Background: an optimization exercise with open tools, aiming at small area. Do not read the settings as production practice.
At most, simulation tests tie the RTL to the original design; equivalence was not proved.
Power and IR drop assume default switching activity.

## rev 12
==> flow/design.v <==
module voq_fifo #(
  parameter int DATA_W = 33,
  parameter int DEPTH  = 16,
  parameter int N_CH   = 4,
  localparam int AW = $clog2(DEPTH),
  localparam int CW = $clog2(N_CH)
) (
  input  logic                     clk,
  input  logic                     rst_n,
  input  logic                     wr_en,
  input  logic [CW-1:0]            wr_ch,
  input  logic [DATA_W-1:0]        wr_data,
  input  logic                     rd_en,
  input  logic [CW-1:0]            rd_ch,
  output logic [DATA_W-1:0]        rd_data,
  output logic                     rd_valid,
  output logic [N_CH-1:0]          full,
  output logic [N_CH-1:0]          empty,
  output logic [N_CH*(AW+1)-1:0]   count,
  output logic [N_CH-1:0]          ovf,
  output logic [N_CH-1:0]          udf,
  input  logic                     err_clr
);
  localparam int NW = N_CH * DEPTH;
  logic [AW:0]       cnt_q [N_CH];
  logic [AW-1:0]     rd_ptr_q [N_CH];
  logic [DATA_W-1:0] rd_data_q;
  logic              rd_valid_q;
  logic [N_CH-1:0]   ovf_q, udf_q;
  logic              tgl_q;
  logic [NW*DATA_W-1:0] mem_q;    
  logic [N_CH-1:0] is_full, is_empty;
  always_comb begin
    for (int c = 0; c < N_CH; c++) begin
      is_full[c]  = cnt_q[c][AW];
      is_empty[c] = (cnt_q[c] == '0);
    end
  end
  logic [N_CH-1:0] wr_sel, rd_sel;
  always_comb begin
    for (int c = 0; c < N_CH; c++) begin
      wr_sel[c] = (wr_ch == CW'(c));
      rd_sel[c] = (rd_ch == CW'(c));
    end
  end
  logic pop_ok, push_ok;
  assign pop_ok  = rd_en && |(rd_sel & ~is_empty);
  assign push_ok = wr_en && (|(wr_sel & ~is_full) || (pop_ok && (rd_ch == wr_ch)));
  logic [NW-1:0] we, re;
  always_comb begin
    for (int c = 0; c < N_CH; c++) begin
      logic [AW-1:0] wa;
      wa = rd_ptr_q[c] + cnt_q[c][AW-1:0];
      for (int i = 0; i < DEPTH; i++) begin
        we[c*DEPTH+i] = push_ok && wr_sel[c] && (wa == AW'(i));
        re[c*DEPTH+i] = (rd_ptr_q[c] == AW'(i));
      end
    end
  end
  logic [DATA_W-1:0] wr_x;
  assign wr_x = wr_data ^ {DATA_W{tgl_q}};
  logic [NW-1:0] we_n;
  assign we_n = ~we;
  logic [NW*DATA_W-1:0] mem_d;
  for (genvar w = 0; w < NW; w++) begin : g_w
    for (genvar b = 0; b < DATA_W; b++) begin : g_b
      voq_fifo_tcell u_c (.we(we[w]), .we_n(we_n[w]), .q(mem_q[w*DATA_W+b]), .x(wr_x[b]), .d(mem_d[w*DATA_W+b]));
    end
  end
  always_ff @(posedge clk) mem_q <= mem_d;
  localparam int NG = DEPTH / 3;
  logic [DATA_W-1:0] ch_word [N_CH];
  for (genvar c = 0; c < N_CH; c++) begin : g_rc
    for (genvar b = 0; b < DATA_W; b++) begin : g_rb
      logic [NG:0] part_n;
      for (genvar g = 0; g < NG; g++) begin : g_g
        localparam int W0 = c*DEPTH + 3*g;
        voq_fifo_aoi3 u_a (.s0(re[W0]), .s1(re[W0+1]), .s2(re[W0+2]),
                           .d0(mem_q[W0*DATA_W+b]), .d1(mem_q[(W0+1)*DATA_W+b]), .d2(mem_q[(W0+2)*DATA_W+b]),
                           .y_n(part_n[g]));
      end
      assign part_n[NG] = ~(re[c*DEPTH+DEPTH-1] & mem_q[(c*DEPTH+DEPTH-1)*DATA_W+b]);
      assign ch_word[c][b] = ~&part_n;
    end
  end
  logic [DATA_W-1:0] rd_raw;
  always_comb begin
    rd_raw = '0;
    for (int c = 0; c < N_CH; c++)
      rd_raw = rd_raw | ({DATA_W{rd_sel[c]}} & ch_word[c]);
  end
  always_ff @(posedge clk) rd_data_q <= rd_raw;
  always_ff @(posedge clk or negedge rst_n) begin
    if (!rst_n) begin
      for (int c = 0; c < N_CH; c++) begin
        cnt_q[c]    <= '0;
        rd_ptr_q[c] <= '0;
      end
      rd_valid_q <= 1'b0;
      ovf_q      <= '0;
      udf_q      <= '0;
      tgl_q      <= 1'b0;
    end else begin
      for (int c = 0; c < N_CH; c++) begin
        logic pu, po;
        pu = push_ok && wr_sel[c];
        po = pop_ok  && rd_sel[c];
        if (po) rd_ptr_q[c] <= rd_ptr_q[c] + AW'(1);
        if (pu && !po)      cnt_q[c] <= cnt_q[c] + (AW+1)'(1);
        else if (po && !pu) cnt_q[c] <= cnt_q[c] - (AW+1)'(1);
        if (wr_en && !push_ok && wr_sel[c]) ovf_q[c] <= 1'b1;
        else if (err_clr)                   ovf_q[c] <= 1'b0;
        if (rd_en && !pop_ok && rd_sel[c])  udf_q[c] <= 1'b1;
        else if (err_clr)                   udf_q[c] <= 1'b0;
      end
      rd_valid_q <= pop_ok;
      tgl_q      <= ~tgl_q;
    end
  end
  always_comb begin
    for (int c = 0; c < N_CH; c++) begin
      full[c]                 = is_full[c];
      empty[c]                = is_empty[c];
      count[c*(AW+1) +: AW+1] = cnt_q[c];
    end
  end
  assign rd_data  = rd_data_q ^ {DATA_W{~tgl_q}};
  assign rd_valid = rd_valid_q;
  assign ovf      = ovf_q;
  assign udf      = udf_q;
endmodule
module voq_fifo_tcell (
  input  logic we,
  input  logic we_n,
  input  logic q,
  input  logic x,
  output logic d
);
  assign d = ~((we | q) & (we_n | x));
endmodule
module voq_fifo_aoi3 (
  input  logic s0, s1, s2,
  input  logic d0, d1, d2,
  output logic y_n
);
  assign y_n = ~((s0 & d0) | (s1 & d1) | (s2 & d2));
endmodule
export LEC_CHECK = 0
export CAP_MARGIN = 5
export CORE_MARGIN = 2
export CORE_UTILIZATION = 65
export CTS_BUF_LIST = sky130_fd_sc_hd__clkbuf_16
export CTS_CLUSTER_DIAMETER = 80
export CTS_CLUSTER_SIZE = 30
export PLACE_DENSITY = 0.75
export SLEW_MARGIN = 5
export SYNTH_HIERARCHICAL = 1
export SYNTH_MINIMUM_KEEP_SIZE = 0
create_clock -name core_clock -period 4.0 [get_ports {clk}]
run.sh (not shown) runs the stock make flow with config.mk's settings and CLKGATE_MAP_FILE= SYNTH_SCRIPT=/design/flow/synth_recipe.tcl, a recipe that flattens the netlist after the stock synthesis.
Rev 12 reached the end of the flow, and the finished layout is clean on the timing, DRC and antenna checks.
Relative to rev 12, the following input files were edited for rev 13:
--- a/flow/design.v
+++ b/flow/design.v
@@ -42,18 +42,25 @@
       wr_sel[c] = (wr_ch == CW'(c));
       rd_sel[c] = (rd_ch == CW'(c));
     end
   end
+  logic [N_CH-1:0] push_c, pop_c;
+  always_comb begin
+    for (int c = 0; c < N_CH; c++) begin
+      push_c[c] = wr_en && wr_sel[c] && (!is_full[c] || (rd_en && rd_sel[c]));
+      pop_c[c]  = rd_en && rd_sel[c] && !is_empty[c];
+    end
+  end
   logic pop_ok, push_ok;
-  assign pop_ok  = rd_en && |(rd_sel & ~is_empty);
-  assign push_ok = wr_en && (|(wr_sel & ~is_full) || (pop_ok && (rd_ch == wr_ch)));
+  assign pop_ok  = |pop_c;
+  assign push_ok = |push_c;
   logic [NW-1:0] we, re;
   always_comb begin
     for (int c = 0; c < N_CH; c++) begin
       logic [AW-1:0] wa;
       wa = rd_ptr_q[c] + cnt_q[c][AW-1:0];
       for (int i = 0; i < DEPTH; i++) begin
-        we[c*DEPTH+i] = push_ok && wr_sel[c] && (wa == AW'(i));
+        we[c*DEPTH+i] = push_c[c] && (wa == AW'(i));
         re[c*DEPTH+i] = (rd_ptr_q[c] == AW'(i));
       end
     end
   end
@@ -102,10 +109,10 @@
       tgl_q      <= 1'b0;
     end else begin
       for (int c = 0; c < N_CH; c++) begin
         logic pu, po;
-        pu = push_ok && wr_sel[c];
-        po = pop_ok  && rd_sel[c];
+        pu = push_c[c];
+        po = pop_c[c];
         if (po) rd_ptr_q[c] <= rd_ptr_q[c] + AW'(1);
         if (pu && !po)      cnt_q[c] <= cnt_q[c] + (AW+1)'(1);
         else if (po && !pu) cnt_q[c] <= cnt_q[c] - (AW+1)'(1);
         if (wr_en && !push_ok && wr_sel[c]) ovf_q[c] <= 1'b1;
Against rev 12, the final cell area of rev 13 is lower.
Diff rev 12 and rev 13: time the worst path needs with I/O delays and setup higher in rev 13
[rev 13 vs rev 12] total met3 wirelength after detailed routing: higher in rev 13
The core of rev 13 is less densely filled than that of rev 12.
From rev 13 to rev 12, hold-fix buffer count after cts did not move at all.
Rev 13 reports a higher number of buffer and inverter stages on the critical path than rev 12 does.
Rev 13 vs rev 12, wire length of the first global-routing pass went up by 1.4%.
The RTL of rev 12 was laid out without a check of its function.

voq_fifo, a different RTL version from the one above (not shown whole).
Size in the first run: about 5000 cells after synthesis, ~2200 flip-flops, about 69000 µm² of cells after synthesis.
// voq_fifo
module voq_fifo #(
  parameter int DATA_W = 33,
  parameter int DEPTH  = 16,
  parameter int N_CH   = 4,
  localparam int AW = $clog2(DEPTH),
  localparam int CW = $clog2(N_CH)
) (
  input  logic                     clk,
  input  logic                     rst_n,
  input  logic                     wr_en,
  input  logic [CW-1:0]            wr_ch,
  input  logic [DATA_W-1:0]        wr_data,
  input  logic                     rd_en,
  input  logic [CW-1:0]            rd_ch,
  output logic [DATA_W-1:0]        rd_data,
  output logic                     rd_valid,
  output logic [N_CH-1:0]          full,
  output logic [N_CH-1:0]          empty,
  output logic [N_CH*(AW+1)-1:0]   count,
  output logic [N_CH-1:0]          ovf,
  output logic [N_CH-1:0]          udf,
  input  logic                     err_clr
);
==> module voq_fifo, before the edit <==
module voq_fifo #(
  parameter int DATA_W = 33,
  parameter int DEPTH  = 16,
  parameter int N_CH   = 4,
  localparam int AW = $clog2(DEPTH),
  localparam int CW = $clog2(N_CH)
) (
  input  logic                     clk,
  input  logic                     rst_n,
  input  logic                     wr_en,
  input  logic [CW-1:0]            wr_ch,
  input  logic [DATA_W-1:0]        wr_data,
  input  logic                     rd_en,
  input  logic [CW-1:0]            rd_ch,
  output logic [DATA_W-1:0]        rd_data,
  output logic                     rd_valid,
  output logic [N_CH-1:0]          full,
  output logic [N_CH-1:0]          empty,
  output logic [N_CH*(AW+1)-1:0]   count,
  output logic [N_CH-1:0]          ovf,
  output logic [N_CH-1:0]          udf,
  input  logic                     err_clr
);
  localparam int NW = N_CH * DEPTH;
  logic [AW:0]       cnt_q [N_CH];
  logic [DATA_W-1:0] rd_data_q;
  logic              rd_valid_q;
  logic [N_CH-1:0]   ovf_q, udf_q;
  logic              tgl_q;
  logic [NW*DATA_W-1:0] mem_q;    
  logic [N_CH-1:0] is_full, is_empty;
  always_comb begin
    for (int c = 0; c < N_CH; c++) begin
      is_full[c]  = cnt_q[c][AW];
      is_empty[c] = (cnt_q[c] == '0);
    end
  end
  logic [N_CH-1:0] wr_sel, rd_sel;
  always_comb begin
    for (int c = 0; c < N_CH; c++) begin
      wr_sel[c] = (wr_ch == CW'(c));
      rd_sel[c] = (rd_ch == CW'(c));
    end
  end
  logic [N_CH-1:0] push_c, pop_c;
  always_comb begin
    for (int c = 0; c < N_CH; c++) begin
      push_c[c] = wr_en && wr_sel[c] && (!is_full[c] || (rd_en && rd_sel[c]));
      pop_c[c]  = rd_en && rd_sel[c] && !is_empty[c];
    end
  end
  logic pop_ok, push_ok;
  assign pop_ok  = |pop_c;
  assign push_ok = |push_c;
  logic [NW-1:0] sw, ss, sh;
  always_comb begin
    for (int c = 0; c < N_CH; c++) begin
      for (int i = 0; i < DEPTH; i++) begin
        logic at_cnt, at_cnt_m1;
        at_cnt    = (cnt_q[c] == (AW+1)'(i));
        at_cnt_m1 = (cnt_q[c] == (AW+1)'(i+1));
        sw[c*DEPTH+i] = push_c[c] && (pop_c[c] ? at_cnt_m1 : at_cnt);
        ss[c*DEPTH+i] = pop_c[c] && !sw[c*DEPTH+i];
        sh[c*DEPTH+i] = !pop_c[c] && !sw[c*DEPTH+i];
      end
    end
  end
  logic [DATA_W-1:0] wr_x;
  assign wr_x = wr_data ^ {DATA_W{tgl_q}};
  logic [NW*DATA_W-1:0] mem_d;
  for (genvar c = 0; c < N_CH; c++) begin : g_c
    for (genvar i = 0; i < DEPTH; i++) begin : g_i
      localparam int W = c*DEPTH + i;
      for (genvar b = 0; b < DATA_W; b++) begin : g_b
        if (i < DEPTH-1) begin : g_mid
          voq_fifo_scell u_c (.h(sh[W]), .s(ss[W]), .w(sw[W]),
                              .q(mem_q[W*DATA_W+b]), .qn(mem_q[(W+1)*DATA_W+b]), .x(wr_x[b]),
                              .d(mem_d[W*DATA_W+b]));
        end else begin : g_top
          voq_fifo_tcell u_c (.we(sw[W]), .we_n(~sw[W]), .q(mem_q[W*DATA_W+b]), .x(wr_x[b]),
                              .d(mem_d[W*DATA_W+b]));
        end
      end
    end
  end
  always_ff @(posedge clk) mem_q <= mem_d;
  logic [DATA_W-1:0] rd_raw;
  always_comb begin
    rd_raw = '0;
    for (int c = 0; c < N_CH; c++)
      rd_raw = rd_raw | ({DATA_W{rd_sel[c]}} & mem_q[(c*DEPTH)*DATA_W +: DATA_W]);
  end
  always_ff @(posedge clk) rd_data_q <= rd_raw;
  always_ff @(posedge clk or negedge rst_n) begin
    if (!rst_n) begin
      for (int c = 0; c < N_CH; c++)
        cnt_q[c] <= '0;
      rd_valid_q <= 1'b0;
      ovf_q      <= '0;
      udf_q      <= '0;
      tgl_q      <= 1'b0;
    end else begin
      for (int c = 0; c < N_CH; c++) begin
        if (push_c[c] && !pop_c[c])      cnt_q[c] <= cnt_q[c] + (AW+1)'(1);
        else if (pop_c[c] && !push_c[c]) cnt_q[c] <= cnt_q[c] - (AW+1)'(1);
        if (wr_en && !push_ok && wr_sel[c]) ovf_q[c] <= 1'b1;
        else if (err_clr)                   ovf_q[c] <= 1'b0;
        if (rd_en && !pop_ok && rd_sel[c])  udf_q[c] <= 1'b1;
        else if (err_clr)                   udf_q[c] <= 1'b0;
      end
      rd_valid_q <= pop_ok;
      tgl_q      <= ~tgl_q;
    end
  end
  always_comb begin
    for (int c = 0; c < N_CH; c++) begin
      full[c]                 = is_full[c];
      empty[c]                = is_empty[c];
      count[c*(AW+1) +: AW+1] = cnt_q[c];
    end
  end
  assign rd_data  = rd_data_q ^ {DATA_W{~tgl_q}};
  assign rd_valid = rd_valid_q;
  assign ovf      = ovf_q;
  assign udf      = udf_q;
endmodule
Settings: LEC_CHECK=0, CAP_MARGIN=5, CORE_MARGIN=2, CORE_UTILIZATION=65, CTS_BUF_LIST=sky130_fd_sc_hd__clkbuf_16, CTS_CLUSTER_DIAMETER=80, CTS_CLUSTER_SIZE=30, PLACE_DENSITY=0.75, SLEW_MARGIN=5, SYNTH_HIERARCHICAL=1, SYNTH_MINIMUM_KEEP_SIZE=0; clock period 4.0 ns.
standard.sh (not shown) runs the stock make flow with config.mk's settings and CLKGATE_MAP_FILE= SYNTH_SCRIPT=/design/flow/synth_recipe.tcl, a recipe that flattens the netlist after the stock synthesis.
==> flow/flow/run.sh <==
#!/bin/bash
# Own flow: the standard layout (standard.sh) unchanged, except that the
# port buffers are sky130_fd_sc_hd__buf_2 cells instead of the default choice.
set -euo pipefail
export BUFFER_PORTS_ARGS="-buffer_cell sky130_fd_sc_hd__buf_2"
bash standard.sh finish > standard_flow.log 2>&1
Rerun with:
--- a/flow/design.v
+++ b/flow/design.v
@@ -55,12 +55,12 @@
   logic [NW-1:0] sw, ss, sh;
   always_comb begin
     for (int c = 0; c < N_CH; c++) begin
       for (int i = 0; i < DEPTH; i++) begin
-        logic at_cnt, at_cnt_m1;
-        at_cnt    = (cnt_q[c] == (AW+1)'(i));
-        at_cnt_m1 = (cnt_q[c] == (AW+1)'(i+1));
-        sw[c*DEPTH+i] = push_c[c] && (pop_c[c] ? at_cnt_m1 : at_cnt);
+        logic free_now, free_popped;
+        free_now    = (cnt_q[c] <= (AW+1)'(i));
+        free_popped = (cnt_q[c] <= (AW+1)'(i+1));
+        sw[c*DEPTH+i] = pop_c[c] ? free_popped : free_now;
         ss[c*DEPTH+i] = pop_c[c] && !sw[c*DEPTH+i];
         sh[c*DEPTH+i] = !pop_c[c] && !sw[c*DEPTH+i];
       end
     end
After rerunning:
- sequential cell count does not change
- global-route usage fell by 0.68 points
- sequential power rose by 9.2%
- first-iteration DRC count hardly moves
- clock skew rose by 0.017 ns
- utilization fell by 0.53 points

-- afterwards: timing with drivers on the ports --
No port has a modelled driver above. Below, the same layouts with a new extraction and two added sets of constraints.
Step 1 assumes that a clkbuf_16 drives the clock port and a buf_2 every other input.
Step 2 adds t to the input delays and takes it off the output delays; t is the mean of the earliest and latest rising clock arrival at the registers after step 1. Input paths then give back, and output paths get back, about the clock's delay inside the block.
a / b / c = no drivers / after step 1 / after step 2; a / b = the first two.
| run | t (ns) | setup slack, ns | worst setup path after step 2 | worst register clock-pin slew, ns | cell pins on the clock port's net |
|---|---|---|---|---|---|
| rev 12 | 0.816 | 0.296 / 0.210 / -0.017 | input to register | 0.12 / 0.12 | 1 |
| rev 13 | 0.788 | 0.138 / 0.062 / -0.052 | input to register | 0.12 / 0.12 | 1 |
| the first run of note 2 | 0.770 | 0.588 / 0.516 / 0.249 | input to register | 0.12 / 0.12 | 1 |
| the second run of note 2 | 0.771 | 0.550 / 0.471 / 0.435 | input to register | 0.11 / 0.11 | 1 |
Met with ideal ports but missed after step 2: setup timing in rev 12 and rev 13. For the first run of note 2, which loses most, drivers alone change the setup slack by -0.072 ns; drivers and shift together by -0.339 ns.
